This design comes from an exercise in tuning for small area on the open sky130 flow, not from production work.
Only simulation tests tie the RTL to the original design; equivalence was not proved.
No driver is modelled on the clock port, so clocking that relies on it looks cheaper here than on a real chip.
Power and IR drop assume default switching activity.

==> design.v <==
`timescale 1ns/10ps
package vid_pkg;
    typedef enum logic [2:0] {
        CMD_IDLE       = 3'd0,
        CMD_DATA       = 3'd1,
        CMD_READ       = 3'd2,
        CMD_DATA_FIRST = 3'd3,
        CMD_WRITE      = 3'd4
    } bus_cmd_e;
    typedef enum logic [1:0] {
        LEN_1  = 2'd0,
        LEN_4  = 2'd1,
        LEN_8  = 2'd2,
        LEN_16 = 2'd3
    } burst_len_e;
    typedef struct packed {
        logic [24:0] reserved;
        logic        enable;
        logic [5:0]  pclk;       
    } ctrl_reg_t;
    typedef struct packed {
        logic [13-1:0] h_size;
        logic [13-1:0] h_end;      
    } h_timing_t;
    typedef struct packed {
        logic [13-1:0] hsync_start;
        logic [13-1:0] hsync_end;
    } h_sync_t;
    typedef struct packed {
        logic [13-1:0] v_size;
        logic [13-1:0] v_end;      
    } v_timing_t;
    typedef struct packed {
        logic [13-1:0] vsync_start;
        logic [13-1:0] vsync_end;
    } v_sync_t;
    typedef struct packed {
        ctrl_reg_t   ctrl;
        h_timing_t   h1;
        h_sync_t     h2;
        v_timing_t   v1;
        v_sync_t     v2;
        logic [31:0] base;
        logic [31:0] line_inc;
    } vid_cfg_t;
    typedef struct packed {
        logic [7:0] r;
        logic [7:0] g;
        logic [7:0] b;
    } pixel_t;
    typedef struct packed {
        logic hsync;
        logic hblank;
        logic vsync;
        logic vblank;
    } sync_t;
    typedef enum logic {
        WR_ADDR,
        WR_DATA
    } write_state_e;
    typedef enum logic [1:0] {
        FETCH_IDLE,
        FETCH_REQ,
        FETCH_DATA
    } fetch_state_e;
    function automatic logic [32:0] add(logic [31:0] a, logic [31:0] b, logic cin);
        logic        c;
        logic [31:0] s;
        c = cin;
        for (int i = 0; i < 32; i++) begin
            s[i] = a[i] ^ b[i] ^ c;
            c    = (a[i] & b[i]) | (a[i] & c) | (b[i] & c);
        end
        add = {c, s};
    endfunction
    function automatic logic lt(logic [13-1:0] a, logic [13-1:0] b);
        logic r;
        r = 1'b0;
        for (int i = 0; i < 13; i++) begin
            r = (!a[i] && b[i]) || (!a[i] && r) || (b[i] && r);
        end
        lt = r;
    endfunction
endpackage
`timescale 1ns/10ps
module vid_regs (
    input  logic                  clk,
    input  logic                  reset,
    input  logic                  sel,
    input  logic [2:0]            cmd_in,
    input  logic [31:0]           addr_data_in,
    output logic                  enable,
    output logic [5:0]            pclk,
    output logic [13-1:0] h_size,
    output logic [13-1:0] h_end,
    output logic [13-1:0] hs_start,
    output logic [13-1:0] hs_end,
    output logic [13-1:0] v_size,
    output logic [13-1:0] v_end,
    output logic [13-1:0] vs_start,
    output logic [13-1:0] vs_end,
    output logic [31:0]           base,
    output logic [31:0]           line_inc
);
    logic [2:0] wsel;            
    logic [2:0] wsel_next;
    always_comb begin
        wsel_next = 3'd0;
        if (sel && cmd_in == 3'd4) begin
            case (addr_data_in[7:0])
                8'h00:     wsel_next = 3'd1;
                8'h28:       wsel_next = 3'd2;
                8'h30:       wsel_next = 3'd3;
                8'h38:       wsel_next = 3'd4;
                8'h40:       wsel_next = 3'd5;
                8'h48:     wsel_next = 3'd6;
                8'h50: wsel_next = 3'd7;
                default:           wsel_next = 3'd0;
            endcase
        end
    end
    always_ff @(posedge clk or posedge reset) begin
        if (reset) begin
            wsel <= 3'd0;
        end else begin
            wsel <= wsel_next;
        end
    end
    logic [31:0] din;
    assign din = reset ? 32'd0 : addr_data_in;
    always_ff @(posedge clk or posedge reset) begin
        if (reset) begin
            enable <= 1'b0;
        end else if (wsel == 3'd1) begin
            enable <= addr_data_in[6];
        end
    end
    always_ff @(posedge clk) begin
        if (reset || wsel == 3'd1) pclk                <= din[5:0];
        if (reset || wsel == 3'd2) {h_size, h_end}     <= din[25:0];
        if (reset || wsel == 3'd3) {hs_start, hs_end}  <= din[25:0];
        if (reset || wsel == 3'd4) {v_size, v_end}     <= din[25:0];
        if (reset || wsel == 3'd5) {vs_start, vs_end}  <= din[25:0];
        if (reset || wsel == 3'd6) base                <= din;
        if (reset || wsel == 3'd7) line_inc            <= din;
    end
endmodule
`timescale 1ns/10ps
module vid_fetch (
    input  logic                  clk,
    input  logic                  reset,
    input  logic                  enable,
    input  logic [13-1:0] h_size,
    input  logic [13-1:0] v_size,
    input  logic [31:0]           base,
    input  logic [31:0]           line_inc,
    input  logic [2:0]            cmd_in,
    input  logic                  fifo_half_full,
    output logic [1:0]            req,
    output logic [2:0]            cmd_out,
    output logic [1:0]            len_out,
    output logic [31:0]           addr_data_out,
    output logic                  push
);
    localparam logic [1:0] F_IDLE = 2'd0;
    localparam logic [1:0] F_REQ  = 2'd1;
    localparam logic [1:0] F_DATA = 2'd2;
    logic [1:0]            state;
    logic                  rd;           
    logic [13-1:0] col;          
    logic [13-1:0] remain;       
    logic [13-1:0] lines_left;   
    logic [31:0]           line_addr;    
    logic [1:0]            cur_len;
    logic [1:0]            next_len;
    logic                  got_beat;     
    logic                  aligned;
    logic                  burst_done;
    logic                  line_end;
    logic                  frame_end;
    logic                  hi_pend;
    logic                  lo_carry;
    logic [32:0]           t_lo, t_hi, t_remain, t_col, t_lines;
    logic [32:0]           t_ra, t_rb;
    logic [31:0]           read_addr;    
    logic [5:0]            s_b;          
    logic                  c_a, c_b, c_15;
    assign t_remain = vid_pkg::add({19'd0, h_size}, {19'h7ffff, ~col}, 1'b1);
    assign t_col    = vid_pkg::add({19'd0, col}, 32'd0, 1'b1);
    assign t_lines  = vid_pkg::add({19'd0, lines_left}, 32'hffff_ffff, 1'b0);
    assign t_lo     = vid_pkg::add({16'd0, line_addr[15:0]}, {16'd0, line_inc[15:0]}, 1'b0);
    assign t_hi     = vid_pkg::add({16'd0, line_addr[31:16]}, {16'd0, line_inc[31:16]}, lo_carry);
    assign remain   = t_remain[13-1:0];
    always_comb begin
        if (remain[13-1:4] != '0) begin
            next_len = 2'd3;
        end else if (remain[3]) begin
            next_len = 2'd2;
        end else if (remain[2]) begin
            next_len = 2'd1;
        end else begin
            next_len = 2'd0;
        end
    end
    assign push       = cmd_in[0];
    assign aligned    = (cur_len == 2'd0) ||
                        ((col[1:0] == 2'd0) && ((cur_len == 2'd1) ||
                         (!col[2] && ((cur_len == 2'd2) || !col[3]))));
    assign burst_done = (state == F_DATA) && got_beat && aligned &&
                        !cmd_in[0] && !cmd_in[2];
    assign line_end   = (col == h_size);
    assign frame_end  = (lines_left == 13'(1));
    assign req           = {rd, rd};
    assign cmd_out       = {1'b0, rd, 1'b0};
    assign len_out       = rd ? cur_len : 2'd0;
    assign addr_data_out = rd ? read_addr : 32'd0;
    assign t_ra = vid_pkg::add({25'd0, line_addr[8:2]}, {25'd0, col[6:0]}, 1'b0);
    assign t_rb = vid_pkg::add({26'd0, line_addr[14:9]}, {26'd0, col[12:7]}, 1'b0);
    assign s_b  = t_rb[5:0];
    assign c_a  = t_ra[7];
    assign c_b  = t_rb[6];
    always_comb begin
        logic ones;              
        read_addr[1:0] = line_addr[1:0];
        read_addr[8:2] = t_ra[6:0];
        ones = 1'b1;
        for (int i = 0; i < 6; i++) begin
            read_addr[9+i] = s_b[i] ^ (c_a & ones);
            ones           = ones & s_b[i];
        end
        c_15 = c_b | (c_a & ones);
        ones = 1'b1;
        for (int i = 0; i < 17; i++) begin
            read_addr[15+i] = line_addr[15+i] ^ (c_15 & ones);
            ones            = ones & line_addr[15+i];
        end
    end
    always_ff @(posedge clk or posedge reset) begin
        if (reset) begin
            state   <= F_IDLE;
            rd      <= 1'b0;
            hi_pend <= 1'b0;
        end else begin
            rd      <= (state == F_REQ);
            hi_pend <= burst_done && line_end && !frame_end;
            case (state)
                F_IDLE: begin
                    if (enable && !fifo_half_full && h_size != '0 && v_size != '0) begin
                        state <= F_REQ;
                    end
                end
                F_REQ: begin
                    state <= F_DATA;
                end
                default: begin
                    if (burst_done) begin
                        state <= F_IDLE;
                    end
                end
            endcase
        end
    end
    always_ff @(posedge clk) begin
        if (hi_pend) begin
            line_addr[31:16] <= t_hi[15:0];
        end
        if (state == F_IDLE) begin
            if (!enable) begin
                col        <= '0;
                lines_left <= v_size;
                line_addr  <= base;
            end
        end else if (state == F_REQ) begin
            cur_len  <= next_len;
            got_beat <= 1'b0;
        end else begin
            if (push) begin
                got_beat <= 1'b1;
                col      <= t_col[13-1:0];
            end
            if (burst_done) begin
                if (line_end) begin
                    col <= '0;
                    if (frame_end) begin
                        lines_left <= v_size;
                        line_addr  <= base;
                    end else begin
                        lines_left      <= t_lines[13-1:0];
                        line_addr[15:0] <= t_lo[15:0];
                        lo_carry        <= t_lo[16];
                    end
                end
            end
        end
    end
endmodule
`timescale 1ns/10ps
module vid_fifo (
    input  logic        clk,
    input  logic        reset,
    input  logic        push,
    input  logic [23:0] push_data,
    input  logic        pop,
    output logic [23:0] front_data,
    output logic        empty,
    output logic        half_full
);
    logic [23:0] mem [1:31];
    logic [4:0]  wr_ptr;
    logic [4:0]  rd_ptr;
    logic [4:0]  count;
    function automatic logic [4:0] step(logic [4:0] p);
        step = {p[3:0], p[4] ^ p[2]};
    endfunction
    always_ff @(posedge clk) begin
        if (push) begin
            mem[wr_ptr] <= push_data;
        end
    end
    always_ff @(posedge clk or posedge reset) begin
        if (reset) begin
            wr_ptr <= 5'd1;
            rd_ptr <= 5'd1;
            count  <= '0;
        end else begin
            if (push) begin
                wr_ptr <= step(wr_ptr);
            end
            if (pop) begin
                rd_ptr <= step(rd_ptr);
            end
            case ({push, pop})
                2'b10:   count <= count + 1'b1;
                2'b01:   count <= count - 1'b1;
                default: count <= count;
            endcase
        end
    end
    logic [31:1] rsel;
    logic [30:0] pick [24];
    always_comb begin
        for (int i = 1; i < 32; i++) begin
            rsel[i] = (rd_ptr == 5'(i));
        end
        for (int b = 0; b < 24; b++) begin
            for (int i = 1; i < 32; i++) begin
                pick[b][i-1] = mem[i][b] & rsel[i];
            end
            front_data[b] = |pick[b];
        end
    end
    assign empty      = (count == '0);
    assign half_full  = count[4];
endmodule
`timescale 1ns/10ps
module vid_timing (
    input  logic                  clk,
    input  logic                  reset,
    input  logic                  enable,
    input  logic [5:0]            pclk,
    input  logic [13-1:0] h_size,
    input  logic [13-1:0] h_end,
    input  logic [13-1:0] hs_start,
    input  logic [13-1:0] hs_end,
    input  logic [13-1:0] v_size,
    input  logic [13-1:0] v_end,
    input  logic [13-1:0] vs_start,
    input  logic [13-1:0] vs_end,
    input  logic                  empty,
    input  logic [23:0]           front_data,
    output logic                  pop,
    output logic [23:0]           pixel,
    output logic [3:0]            sync
);
    logic                  run;
    logic [5:0]            div_cnt;
    logic [13-1:0] col;
    logic [13-1:0] line;
    logic                  first_tick;
    logic                  last_tick;
    logic                  hact;
    logic                  vact;
    logic                  active;
    logic                  stall;
    logic [3:0]            sync_next;
    logic [5:0]            div_inc;
    logic [13-1:0] col_inc;
    logic [13-1:0] line_inc1;
    logic [32:0] t_div, t_col, t_line;
    assign t_div     = vid_pkg::add({26'd0, div_cnt}, 32'd0, 1'b1);
    assign t_col     = vid_pkg::add({19'd0, col}, 32'd0, 1'b1);
    assign t_line    = vid_pkg::add({19'd0, line}, 32'd0, 1'b1);
    assign div_inc   = t_div[5:0];
    assign col_inc   = t_col[13-1:0];
    assign line_inc1 = t_line[13-1:0];
    assign first_tick = (div_cnt == '0);
    assign last_tick  = (pclk[5:1] == '0) || (div_inc == pclk);
    assign hact       = vid_pkg::lt(col, h_size);
    assign vact       = vid_pkg::lt(line, v_size);
    assign active     = hact && vact;
    assign stall      = first_tick && active && empty;
    assign pop = !empty && (!enable || (run && first_tick && active));
    assign sync_next = {!vid_pkg::lt(col, hs_start) && vid_pkg::lt(col, hs_end), !hact,
                        !vid_pkg::lt(line, vs_start) && vid_pkg::lt(line, vs_end), !vact};
    always_ff @(posedge clk or posedge reset) begin
        if (reset) begin
            run     <= 1'b0;
            div_cnt <= '0;
            col     <= '0;
            line    <= '0;
            pixel   <= '0;
            sync    <= '0;
        end else if (!run) begin
            div_cnt <= '0;
            col     <= '0;
            line    <= '0;
            pixel   <= '0;
            sync    <= '0;
            if (enable && !empty) begin
                run <= 1'b1;
            end
        end else if (!enable) begin
            run   <= 1'b0;
            pixel <= '0;
            sync  <= '0;
        end else if (!stall) begin
            sync <= sync_next;
            if (!active) begin
                pixel <= '0;
            end else if (first_tick) begin
                pixel <= front_data;
            end
            if (last_tick) begin
                div_cnt <= '0;
                if (col == h_end) begin
                    col <= '0;
                    if (line == v_end) begin
                        line <= '0;
                    end else begin
                        line <= line_inc1;
                    end
                end else begin
                    col <= col_inc;
                end
            end else begin
                div_cnt <= div_inc;
            end
        end
    end
endmodule
`timescale 1ns/10ps
module vid_top (
    input  logic        clk,
    input  logic        reset,
    input  logic        sel,
    input  logic [2:0]  cmd_in,          
    input  logic [1:0]  len_in,          
    input  logic [31:0] addr_data_in,
    output logic [1:0]  req,
    output logic [2:0]  cmd_out,         
    output logic [1:0]  len_out,         
    output logic [31:0] addr_data_out,
    output logic [23:0] pixel,           
    output logic [3:0]  sync             
);
    logic                  enable;
    logic [5:0]            pclk;
    logic [13-1:0] h_size, h_end, hs_start, hs_end;
    logic [13-1:0] v_size, v_end, vs_start, vs_end;
    logic [31:0]           base, line_inc;
    logic                  fifo_push;
    logic                  fifo_pop;
    logic [23:0]           fifo_front;
    logic                  fifo_empty;
    logic                  fifo_half_full;
    vid_regs u_vid_regs (
        .clk          (clk),
        .reset        (reset),
        .sel          (sel),
        .cmd_in       (cmd_in),
        .addr_data_in (addr_data_in),
        .enable       (enable),
        .pclk         (pclk),
        .h_size       (h_size),
        .h_end        (h_end),
        .hs_start     (hs_start),
        .hs_end       (hs_end),
        .v_size       (v_size),
        .v_end        (v_end),
        .vs_start     (vs_start),
        .vs_end       (vs_end),
        .base         (base),
        .line_inc     (line_inc)
    );
    vid_fetch u_vid_fetch (
        .clk            (clk),
        .reset          (reset),
        .enable         (enable),
        .h_size         (h_size),
        .v_size         (v_size),
        .base           (base),
        .line_inc       (line_inc),
        .cmd_in         (cmd_in),
        .fifo_half_full (fifo_half_full),
        .req            (req),
        .cmd_out        (cmd_out),
        .len_out        (len_out),
        .addr_data_out  (addr_data_out),
        .push           (fifo_push)
    );
    vid_fifo u_vid_fifo (
        .clk        (clk),
        .reset      (reset),
        .push       (fifo_push),
        .push_data  (addr_data_in[23:0]),
        .pop        (fifo_pop),
        .front_data (fifo_front),
        .empty      (fifo_empty),
        .half_full  (fifo_half_full)
    );
    vid_timing u_vid_timing (
        .clk        (clk),
        .reset      (reset),
        .enable     (enable),
        .pclk       (pclk),
        .h_size     (h_size),
        .h_end      (h_end),
        .hs_start   (hs_start),
        .hs_end     (hs_end),
        .v_size     (v_size),
        .v_end      (v_end),
        .vs_start   (vs_start),
        .vs_end     (vs_end),
        .empty      (fifo_empty),
        .front_data (fifo_front),
        .pop        (fifo_pop),
        .pixel      (pixel),
        .sync       (sync)
    );
endmodule
==> flow/run.sh <==
#!/bin/bash
# Own layout flow: the standard flow (standard.sh: ORFS with the standard flow's
# synthesis script, unchanged), with two changes:
#  - the ports are buffered with the smallest buffer (buf_1);
#  - clock tree synthesis uses clkbuf_16 for the root, the tree levels and
#    the leaf buffers, sink clusters of up to 25 flip-flops within 85 um,
#    and no dummy loads.
# Synthesis, floorplan, placement, routing and finishing are the standard
# ones. Each step's full output goes to a log file of its own in this folder.
set -euo pipefail
cd "$(dirname "$0")/.."

export BUFFER_PORTS_ARGS="-buffer_cell sky130_fd_sc_hd__buf_1"
export CTS_ARGS="-sink_clustering_enable -repair_clock_nets -dont_use_dummy_load -root_buf sky130_fd_sc_hd__clkbuf_16 -tree_buf sky130_fd_sc_hd__clkbuf_16 -buf_list sky130_fd_sc_hd__clkbuf_16 -sink_clustering_size 25 -sink_clustering_max_diameter 85"

bash standard.sh synth     > log_1_synth.log 2>&1
bash standard.sh floorplan > log_2_floorplan.log 2>&1
bash standard.sh place     > log_3_place.log 2>&1
bash standard.sh cts       > log_4_cts.log 2>&1
bash standard.sh route     > log_5_route.log 2>&1
bash standard.sh finish    > log_6_finish.log 2>&1
test -s out/final.def
==> standard.sh <==
#!/bin/bash
# synth_recipe.tcl (not shown) runs the flow's synth.tcl, then flattens the netlist and writes it again
# the make line also repeats each setting of config.mk as NAME=value (left out here)
make -C /OpenROAD-flow-scripts/flow DESIGN_CONFIG=/design/flow/config.mk WORK_HOME=/design/flow/orfs CLKGATE_MAP_FILE= SYNTH_SCRIPT=/design/flow/synth_recipe.tcl "${@:-finish}"
==> config.mk <==
export PLATFORM = sky130hd
export DESIGN_NAME = vid_top
export DESIGN_NICKNAME = vid_top
export VERILOG_FILES = /design/flow/design.v
export SDC_FILE = /design/flow/constraint.sdc
export NUM_CORES = 4
export LEC_CHECK = 0
export CAP_MARGIN = 0
export CORE_MARGIN = 2
export CORE_UTILIZATION = 60
export SLEW_MARGIN = 0
==> constraint.sdc <==
create_clock -name core_clock -period 8.0 [get_ports {clk}]
set_input_delay 1.6000 -clock core_clock [delete_from_list [all_inputs] [get_ports {clk}]]
set_output_delay 1.6000 -clock core_clock [all_outputs]
set_load 0.01 [all_outputs]
==> notes.md, run 1 <==
largest net degree at the start of global routing 49; number of library cell types mapped by synthesis 74; via count 25800; Pwr per Cell Area 252 nW/um2; Ports about 110; Num Clock Sinks 1064; Starting Density 60.7%; final max-slew violation count 0; setup bufs post-CTS 0; flop-to-flop setup slack 1.11 ns; crit path max fanout 6; Peak VDD IR between 200 and 250 uV; total power between 10 and 15 mW; Most used DFF post-synth edfxtp_1; hold path cells 1; synthesis-stage register bit count 1064; share of cells above drive strength 1 10.1%; setup TNS 0 ns; critical path class register to output port; register area share after synthesis 73.5%; H-tree Lvls 2; final hold viol count 0; hpwl dp 72600 um; area leader, netlist edfxtp_1; routability congestion estimate from global placement 0.881; Lkg Pwr 15.5 nW; r2r endpoint u_vid_fetch.line_addr[15]$_DFFE_PP_; Worst setup EP type output port; Root Driver clkbuf_16; yosys warns 5; total gr overflow 0; die height 271 um; Fmax ~130 MHz; Synth Area per Inst about 16 um2; crit share post-route 93.3%; number of global-route vias before repair roughly 25000; CP bufs+invs 3; Final Non-Filler Cells around 3800; Post-Synthesis Cells 2675; Routed Antenna Nets 0; row count between 90 and 100; nets 2984; Routed WL approximately 130000 um; clock transition at the registers of the reported paths 0.10 ns; worst skew pair latency between 0.6 and 0.7 ns; post_cts resized 0; Core Footprint roughly 70000 um2; die area 73300 um2; Worst Hold Class register to register; worst hold path endpoint u_vid_fetch.line_addr[16]$_DFF_P_; Remaining DRCs 0; Worst setup SP type register; most frequent CP cell fa_1; slowest stage cell, crit path nor4_4; Clock Tree Buf Depth 3; Tot GR Track Use 34.5%; Top delay family on crit path adder cells; worst path required time 6.40 ns; Register-to-Register Path Depth 18; Avg WL per Cell 33.6 um; Worst path max stage delay 0.50 ns; hold_buf cts 0; outcome finished clean; minimum clock period 7.46 ns; crit-path cells ha_1 > fa_1 > inv_1 > fa_1 > fa_1 > fa_1 > fa_1 > inv_1 > fa_1 > nand4b_1 > nor3_2 > a21o_1 > and3_1 > nand4_1 > nor4_4 > nand4_1 > or2_2 > mux2i_1 > buf_1; n_diodes 0; EDFF count, synth 964; slew at the pin closest to its max-slew limit 1.37 ns; hold_sp u_vid_regs.base[16]$_DFFE_PP_; Rel. slew slack 8.80%; max-cap viol count 0; top-area cell type share of the netlist area roughly two thirds; Worst Path Arrival 5.86 ns; synthesis-to-finish area growth 8.24%; unrepaired setup endpoints after global routing no; TritonCTS clock tree yes; first-pass GRT wire length 178000 um; placed cells ~3700; DR iter-0 viols between 4000 and 5000; post-DR vias/cell 6.85; Pre-Repair DR Iteration Count 6; CTS Buf Count 49; Synth async-reset ratio under 10%; # setup viols final 0; worst r2r src u_vid_fetch.line_addr[0]$_DFFE_PP_; Mapped Area 42700 um2; IO buf count 102; most area-consuming cells after synthesis edfxtp_1 68%, dfrtp_1 4.8%, a22oi_1 3.1%; Die Wd 271 um; final clock skew ~0.07 ns; initial antenna violation count 0
cell usage after synthesis, types with 27 or more instances:
cell type    n
a221oi_1    83
nand3_1     45
o21ai_0     40
fa_1        52
nor3_1      30
xor2_1      30
edfxtp_1   964
nor2_1     168
nand4_1     62
dfrtp_1     82
xnor2_1     33
ha_1        72
a21oi_1     46
inv_1      122
a22o_1      81
mux2i_1     27
a22oi_1    177
nand2_1     87
nor2b_1     55
clkbuf_1   100
sequential cells by signal, summed over array words and instances (netlist names), 24 cells and up:
name,flops
u_vid_regs.line_inc,32
u_vid_fetch.line_addr,32
u_vid_regs.base,32
u_vid_fifo.mem,744
u_vid_timing.pixel,24
cells in the final DEF (no fill, tap or decap), types with 6 or more instances in the layout:
master and n:
mux2_2 26, nor2b_1 54, or2_2 6, buf_1 100, a211oi_1 26, buf_4 107
nand2b_1 22, o31ai_2 8, a22oi_1 177, dfxtp_1 16, nand3b_1 10, a22o_1 81
and3_1 7, fa_1 52, mux2i_1 27, nand4_1 62, nand3_1 45, inv_1 121
nor2_4 31, a221oi_1 83, a222oi_1 25, nor2_1 106, a21oi_1 45, dfrtp_1 82
nor4_1 20, clkbuf_16 49, nor3_1 30, and2_1 24, o22ai_1 16, edfxtp_1 964
xor2_1 30, xnor2_1 33, ha_1 72, nor2_2 31, nand2_1 87, maj3_1 18
o21ai_0 36, o31ai_1 10
where the power goes:
part | internal, mW | switching (mW) | total [mW]
sequential | 6.66 | 0.347 | 7.00
clock | 1.10 | 1.61 | 2.71
combinational | 0.703 | 1.22 | 1.93
worst reg2reg max path: stages (launching register included):
cell and delay [ns]:
edfxtp_1 0.40, ha_1 0.21, fa_1 0.38, fa_1 0.38, fa_1 0.39, fa_1 0.39
fa_1 0.39, fa_1 0.39, fa_1 0.42, fa_1 0.41, fa_1 0.40, fa_1 0.40
fa_1 0.40, fa_1 0.39, fa_1 0.41, fa_1 0.38, inv_1 0.08, fa_1 0.40
mux2i_1 0.13
how the worst max path moves through the flow:
stage	from	to	slack [ns]	depth (start not counted)
after global routing	u_vid_fetch.col[0]$_SDFFCE_PP0P_	addr_data_out[29]	0.15	19
after CTS	u_vid_fetch.col[0]$_SDFFCE_PP0P_	addr_data_out[29]	0.48	19
after global placement	u_vid_fetch.line_addr[0]$_DFFE_PP_	u_vid_fetch.line_addr[15]$_DFFE_PP_	1.11	18
after detailed placement	u_vid_fetch.line_addr[0]$_DFFE_PP_	u_vid_fetch.line_addr[15]$_DFFE_PP_	1.06	18
after floorplan	reset	u_vid_regs.base[0]$_DFFE_PP_	1.44	3
final	u_vid_fetch.col[0]$_SDFFCE_PP0P_	addr_data_out[29]	0.54	19
kinds of logic (layout without fill, tap and decap cells):
| family | count (synthesis) | count (layout) | synth area share [%] |
|---|---|---|---|
| buffers and inverters | 239 | 381 | 2.19 |
| AO/OA/AOI/OAI | 551 | 551 | 9.96 |
| AND/OR/NAND/NOR | 558 | 558 | 6.61 |
| flip-flops | 1064 | 1064 | 73.5 |
| other | 1 | 2 | 0.00879 |
| adder cells (fa/ha/maj) | 145 | 145 | 5.05 |
| XOR/XNOR | 64 | 64 | 1.35 |
| multiplexers | 53 | 53 | 1.32 |
per-layer routing:
| layer | share of wire [%] | global-route usage (%) | vias to the layer above |
|---|---|---|---|
| met4 | 4.6 | 13.3 | 0 |
| met2 | 48 | 57.2 | 1608 |
| met3 | 10 | 5.24 | 343 |
| met1 | 37 | 46.5 | 13100 |
| li1 | - | - | 10700 |
| met5 | 0 | 0 | - |
layout make-up:
type / count / area (um2)
Sequential cell: 1064 / 31400
Multi-Input combinational cell: 1373 / 10800
Inverter: 123 / 464
Clock buffer: 49 / 1230
Fill cell: 4920 / 24100
Timing Repair Buffer: 209 / 1190
Tap cell: 940 / 1180
metrics by stage:
step                area (um2)  hold slack, ns  worst slack [ns]  util [%]
floorplan                42700           0.449              1.44         -
global placement         45000           0.454              1.11      64.0
detailed placement       45000           0.466              1.06      64.0
CTS                      46200           0.492             0.481      65.7
global route             46200           0.514             0.154      65.7
finish                   46200           0.487             0.539      65.7
==> run 2, diff against run 1 <==
--- a/config.mk
+++ b/config.mk
@@ -7,5 +7,5 @@
 export LEC_CHECK = 0
 export CAP_MARGIN = 0
 export CORE_MARGIN = 2
-export CORE_UTILIZATION = 60
+export CORE_UTILIZATION = 80
 export SLEW_MARGIN = 0
==> run 2 against run 1 <==
Synthesized cell count unchanged. Worst hold slack got worse by 0.0051 ns. Non-clock buffer count decreased by 24. Largest cell class unchanged. Via count increased by 5.6%. Cell area decreased by 1.1%. Critical path type unchanged.
==> notes.md, run 2 <==
area leader, netlist edfxtp_1; setup TNS 0 ns; CP bufs+invs 3; Worst path max stage delay 0.50 ns; most frequent cells after synthesis 964 x edfxtp_1, 177 x a22oi_1, 168 x nor2_1, 122 x inv_1, 100 x clkbuf_1; row count 84; final max-slew violation count 0; Synth async-reset ratio 7.89%; crit-path cells ha_1 > fa_1 > inv_1 > fa_1 > fa_1 > fa_1 > fa_1 > inv_1 > fa_1 > nand4b_1 > nor3_2 > a21o_1 > and3_1 > nand4_1 > nor4_4 > nand4_1 > or2_2 > mux2i_1 > buf_1; Worst Hold Class register to register; Post-Synth Simple-Gate Area approximately 6.6%; unrepaired setup endpoints after global routing no; Post-Synthesis Cells approximately 2700; commonest cells after routing, fill and taps aside 964 x edfxtp_1, 177 x a22oi_1, 121 x inv_1, 106 x nor2_1, 100 x buf_1; Post-Synth XOR/XNOR Area 1.35%; yosys warns 5; DR WL met2 between 50000 and 60000 um; die height around 230 um; Die Wd approximately 230 um; Hold WS around 0.48 ns; most area-consuming cells after synthesis edfxtp_1 68%, dfrtp_1 4.8%, a22oi_1 3.1%; via count 27200; Worst Path Arrival 5.90 ns; synthesis-stage register bit count about 1100; total gr overflow 0; DR iter-0 viols 5045; number of global-route vias before repair 27300; IO buf count 102; outcome finished clean; largest net degree at the start of global routing 63; Root Driver clkbuf_16; crit share post-route 93.8%; first-pass GRT wire length 178000 um; Final Non-Filler Cells 3482; worst path required time 6.40 ns; Top delay family on crit path adder cells; max reg flops 744; Synth Area in Adders between 5 and 6%; Fmax 133 MHz; register area share after synthesis 73.5%; Pre-Repair DR Iteration Count 9; initial antenna violation count 2; Synth Area per Inst between 15 and 20 um2; max-cap viol count 0; most frequent CP cell fa_1; synthesis-to-finish area growth 7.09%; Lkg Pwr ~15 nW; Rel. slew slack 6.13%; worst skew pair latency 0.67 ns; largest family of logic cells by synthesized area compound AO/OA/AOI/OAI gates; commonest non-fill, non-tap cell in the layout edfxtp_1; Multi-input gate area 10800 um2; filler cell count 2206; EDFF count, synth 964; critical path class register to output port; Clock Tree Buf Depth 3; number of library cell types mapped by synthesis 74; routed length on met1 36700 um; Largest Register u_vid_fifo.mem; final clock skew 0.0679 ns; top layer in use met4; total power 11.7 mW; Starting Density 81.0%; minimum clock period approximately 7.5 ns; Routed Antenna Nets 0; nets 2960; die area between 50000 and 60000 um2; Most used DFF post-synth edfxtp_1; Pwr per Cell Area 256 nW/um2; Num Clock Sinks roughly 1100; H-tree Lvls 2; Remaining DRCs 0; hpwl dp 70400 um; final hold viol count 0; Reg area 31400 um2; Worst setup SP type register; CTS Buf Count 49; Worst setup EP type output port; share of cells above drive strength 1 around 9%; setup bufs post-CTS 0; Ports 107; synthesized-area fraction occupied by ao, oa, aoi and oai cells 9.96%; top-area cell type share of the netlist area 67.8%; slew at the pin closest to its max-slew limit ~1.4 ns; # setup viols final 0; Tot GR Track Use 45.4%; Peak VDD IR about 260 uV; Core Footprint approximately 53000 um2; Avg WL per Cell 35.9 um; Mapped Area between 40000 and 50000 um2; most numerous cell in the Yosys netlist edfxtp_1; post-DR vias/cell 7.81; slowest stage cell, crit path edfxtp_1; Util after Layout ~87%; Routed WL approximately 120000 um; routability congestion estimate from global placement just over 0.9; n_diodes 0; met3 WL post-DR 21000 um; post_cts resized 0; clock transition at the registers of the reported paths around 0.1 ns; mux contribution to synthesized area 1.32%; hold_buf cts 0; crit path max fanout 6; placed cells 3432; TritonCTS clock tree yes
-- run 2: final cells by class --
| type | instances | area share [%] |
|---|---|---|
| Inverter | 123 | 1.02 |
| Tap cell | 688 | 1.88 |
| Timing Repair Buffer | 185 | 2.22 |
| Clock buffer | 49 | 2.68 |
| Multi-Input combinational cell | 1373 | 23.5 |
| Sequential cell | 1064 | 68.6 |
-- run 2: cell families (layout without fill, tap and decap cells) --
logic type | after synthesis | count (layout)
adders and majority gates | 145 | 145
AOI/OAI and AO/OA | 551 | 551
buffers and inverters | 239 | 357
and+or+nand+nor | 558 | 558
DFF | 1064 | 1064
xor gates and xnor gates | 64 | 64
other | 1 | 2
muxes | 53 | 53
-- run 2: per-layer routing --
| layer | vias to the layer above | track usage (%) |
|---|---|---|
| met5 | - | 0 |
| met4 | 0 | 29.9 |
| met3 | 756 | 16.0 |
| met2 | 2933 | 70.0 |
| met1 | 12900 | 55.0 |
| li1 | 10600 | - |
-- run 2: final timing paths --
kind / startpoint / to / slack, ns / cells after the start
min: u_vid_regs.base[17]$_DFFE_PP_ / u_vid_fetch.line_addr[17]$_DFF_P_ / 0.48 / 2
max in group asynchronous: reset / u_vid_timing.line[10]$_DFFE_PP0P_ / 5.20 / 4
min reg2reg: u_vid_regs.base[17]$_DFFE_PP_ / u_vid_fetch.line_addr[17]$_DFF_P_ / 0.48 / 2
max: u_vid_fetch.col[0]$_SDFFCE_PP0P_ / addr_data_out[29] / 0.50 / 19
min in group asynchronous: reset / u_vid_regs.wsel[0]$_DFF_PP0_ / 1.36 / 3
max reg2reg: u_vid_regs.line_inc[0]$_DFFE_PP_ / u_vid_fetch.line_addr[15]$_DFFE_PP_ / 0.93 / 18
-- run 2: power by group --
part           switching, mW  internal (mW)  total, mW
Sequential             0.380           6.66       7.04
Combinational           1.26          0.702       1.96
Clock                   1.59           1.10       2.68
Total                   3.22           8.46       11.7
-- run 2: worst register-to-register path: stages, from the launching register on --
cell and delay (ns):
edfxtp_1 0.39, ha_1 0.22, fa_1 0.39, fa_1 0.41
fa_1 0.39, fa_1 0.39, fa_1 0.39, fa_1 0.43
fa_1 0.41, fa_1 0.43, fa_1 0.40, fa_1 0.40
fa_1 0.41, fa_1 0.41, fa_1 0.42, fa_1 0.40
inv_1 0.08, fa_1 0.41, mux2i_1 0.14
-- run 2: per-stage QoR --
step / setup slack (ns) / cell area, um2
final: 0.495 / 45700
after global routing: 0.108 / 45700
after CTS: 0.461 / 45700
after detailed placement: 0.880 / 44500
after global placement: 1.19 / 44500
after floorplan: 1.44 / 42700
==> run 3, diff against run 2 <==
==> flow/run.sh (replaced) <==
#!/bin/bash
# Own layout flow: the standard flow (standard.sh: ORFS with the standard flow's
# synthesis script, unchanged), with two changes:
#  - the ports are buffered with the smallest buffer (buf_1);
#  - clock tree synthesis uses clkbuf_16 for the root, the tree levels and
#    the leaf buffers, sink clusters of up to 27 flip-flops within 85 um,
#    and no dummy loads.
# Synthesis, floorplan, placement, routing and finishing are the standard
# ones. Each step's full output goes to a log file of its own in this folder.
set -euo pipefail
cd "$(dirname "$0")/.."

export BUFFER_PORTS_ARGS="-buffer_cell sky130_fd_sc_hd__buf_1"
export CTS_ARGS="-sink_clustering_enable -repair_clock_nets -dont_use_dummy_load -root_buf sky130_fd_sc_hd__clkbuf_16 -tree_buf sky130_fd_sc_hd__clkbuf_16 -buf_list sky130_fd_sc_hd__clkbuf_16 -sink_clustering_size 27 -sink_clustering_max_diameter 85"

bash standard.sh synth     > log_1_synth.log 2>&1
bash standard.sh floorplan > log_2_floorplan.log 2>&1
bash standard.sh place     > log_3_place.log 2>&1
bash standard.sh cts       > log_4_cts.log 2>&1
bash standard.sh route     > log_5_route.log 2>&1
bash standard.sh finish    > log_6_finish.log 2>&1
test -s out/final.def
==> run 3 against run 2 <==
Still clean on timing, DRC and antenna. Die area unchanged. Area after synthesis unchanged. Sequential cell count unchanged. Critical path type unchanged. Critical endpoint unchanged. Largest cell class unchanged. Largest power group unchanged.
==> notes.md, run 3 <==
post_cts resized 0; commonest cells after routing, fill and taps aside 964 x edfxtp_1, 177 x a22oi_1, 121 x inv_1, 106 x nor2_1, 99 x buf_1; register area share after synthesis between 70% and 80%; Largest Register u_vid_fifo.mem; number of library cell types mapped by synthesis 74; Routed Antenna Nets 0; post-DR vias/cell just under 8; EDFF count, synth 964; routability congestion estimate from global placement 0.933; Ports about 110; total gr overflow 0; slew at the pin closest to its max-slew limit 1.42 ns; die height between 200 and 250 um; initial antenna violation count 5; final max-slew violation count 0; Rel. slew slack 4.87%; synthesis-to-finish area growth 6.83%; max reg flops between 700 and 800; Synth Area per Inst roughly 16 um2; synthesis-stage register bit count about 1100; critical path class register to output port; hpwl dp between 70000 and 80000 um; Pre-Repair DR Iteration Count 7; worst skew pair latency 0.65 ns; Mapped Area 42700 um2; top-area cell type share of the netlist area 67.8%; share of cells above drive strength 1 9.14%; most area-consuming cells after synthesis edfxtp_1 68%, dfrtp_1 4.8%, a22oi_1 3.1%; Pwr per Cell Area 254 nW/um2; nets a little under 3000; crit path max fanout 6; first-pass GRT wire length 175000 um; Tot GR Track Use 44.6%; largest net degree at the start of global routing 63; outcome finished clean; IO buf count just over 100; Worst setup SP type register; die area 55200 um2; Lkg Pwr 15.3 nW; final hold viol count 0; setup TNS 0 ns; yosys warns 5; number of global-route vias before repair 26800; hold_buf cts 0; Avg WL per Cell 35.1 um; DR iter-0 viols 5153; Worst setup EP type output port; CTS Buf Count 45; worst hold path endpoint u_vid_fetch.line_addr[16]$_DFF_P_; crit share post-route 94.0%; Core Footprint 52700 um2; max-cap viol count 0; Post-Synthesis Cells 2675; most numerous cell in the Yosys netlist edfxtp_1; Synth async-reset ratio 7.89%; Peak VDD IR roughly 270 uV; Starting Density 81.0%; Root Driver clkbuf_16; TritonCTS clock tree yes; H-tree Lvls 2; clock transition at the registers of the reported paths 0.10 ns; Worst Hold Class register to register; flop-to-flop setup slack a little over 0.9 ns; Hold WS 0.491 ns; commonest non-fill, non-tap cell in the layout edfxtp_1; filler cell count 2238; r2r endpoint u_vid_fetch.line_addr[15]$_DFFE_PP_; via count 26800; Remaining DRCs 0; hold path cells 1; # setup viols final 0; unrepaired setup endpoints after global routing no; minimum clock period 7.52 ns; Routed WL 122000 um; Die Wd 235 um; Num Clock Sinks between 1000 and 1500; worst path required time 6.40 ns; Worst Path Arrival 5.92 ns; final clock skew 0.0534 ns; row count 84; worst r2r src u_vid_regs.line_inc[0]$_DFFE_PP_; Most used DFF post-synth edfxtp_1; Clock Tree Buf Depth 3; Register-to-Register Path Depth 18; setup bufs post-CTS 0; hold_sp u_vid_regs.base[16]$_DFFE_PP_; most frequent cells after synthesis 964 x edfxtp_1, 177 x a22oi_1, 168 x nor2_1, 122 x inv_1, 100 x clkbuf_1; area leader, netlist edfxtp_1; Fmax 133 MHz
## run 3: kinds of logic after synthesis
logic type      count (synthesis)  synth area share [%]
compound gates                551                  9.96
xor+xnor                       64                  1.35
fa+ha+maj                     145                  5.05
buf+inv                       239                  2.19
flops                        1064                  73.5
mux                            53                  1.32
other cells                     1               0.00879
simple gates                  558                  6.61
## run 3: area by class of cell
cell class / instances / area (um2) / area share, %
antenna: 2 / 5.00 / 0.0110
tap: 688 / 861 / 1.89
inverter: 123 / 464 / 1.02
multi-input combinational: 1373 / 10800 / 23.6
clock buffer: 45 / 1130 / 2.47
sequential: 1064 / 31400 / 68.8
timing repair buffer: 184 / 1000 / 2.20
## run 3: how the worst max path moves through the flow
stage,start,endpoint,slack [ns],cells after the start
floorplan,reset,u_vid_regs.base[0]$_DFFE_PP_,1.44,3
global placement,u_vid_fetch.line_addr[0]$_DFFE_PP_,u_vid_fetch.line_addr[15]$_DFFE_PP_,1.19,18
detailed placement,u_vid_regs.line_inc[0]$_DFFE_PP_,u_vid_fetch.line_addr[15]$_DFFE_PP_,0.88,18
CTS,u_vid_fetch.col[0]$_SDFFCE_PP0P_,addr_data_out[29],0.43,19
global route,u_vid_fetch.col[0]$_SDFFCE_PP0P_,addr_data_out[29],0.08,19
finish,u_vid_fetch.col[0]$_SDFFCE_PP0P_,addr_data_out[29],0.48,19
## run 3: power breakdown
part	switching, mW	internal, mW
logic	1.25	0.702
clock network	1.56	1.01
registers	0.376	6.66
total	3.19	8.37
## run 3: worst max-delay path, stage by stage, from the launching register on
cell	delay [ns]
edfxtp_1	0.50
ha_1	0.21
fa_1	0.18
inv_1	0.05
fa_1	0.37
fa_1	0.39
fa_1	0.39
fa_1	0.38
inv_1	0.09
fa_1	0.23
nand4b_1	0.19
nor3_2	0.23
a21o_1	0.18
and3_1	0.26
nand4_1	0.28
nor4_4	0.47
nand4_1	0.20
or2_2	0.32
mux2i_1	0.18
buf_1	0.19
## run 3: layer usage
layer / track usage (%) / part of all wire [%] / vias to the layer above
met4: 28.6 / 7.9 / 0
met3: 15.1 / 17 / 724
met5: 0 / 0 / -
met2: 68.6 / 46 / 2796
met1: 55.1 / 30 / 12700
li1: - / - / 10600
## run 3: metrics by stage
step	instance area, um2	power, mW	util, %	setup WS (ns)	std cells
3_5_place_dp	44500	9.04	84.4	0.880	3432
3_3_place_gp	44500	8.87	84.4	1.19	3432
4_1_cts	45600	11.5	86.6	0.434	3477
6_report	45600	11.6	86.6	0.477	3479
2_1_floorplan	42700	8.23	-	1.44	2676
5_1_grt	45600	11.9	86.6	0.0766	3479

afterwards: timing with drivers on the ports:
How much do the figures lean on ideal ports? The routed layouts below were timed once more, with nothing changed but the port constraints. Step 1 sets driving cells, clkbuf_16 on the clock port and buf_2 on the other inputs (assumed; they add their load-dependent delay and slew). Step 2 times the ports against the registers' clock, not the clock port: input delays grow and output delays shrink by t, the midpoint of the rising clock arrivals with the driver on. Three values: ideal ports, drivers, drivers and shift; two values: the first two.
| run | shift t [ns] | slack for setup (ns) | slew at the worst register clock pin (ns) | worst data-port slew with drivers (ns) |
|---|---|---|---|---|
| run 1 | 0.681 | 0.539 / 0.469 / 1.106 | 0.10 / 0.10 | 0.08 |
| run 2 | 0.686 | 0.495 / 0.431 / 0.934 | 0.10 / 0.10 | 0.10 |
| run 3 | 0.690 | 0.477 / 0.411 / 0.929 | 0.11 / 0.11 | 0.09 |
After both steps every run listed still meets setup and hold.
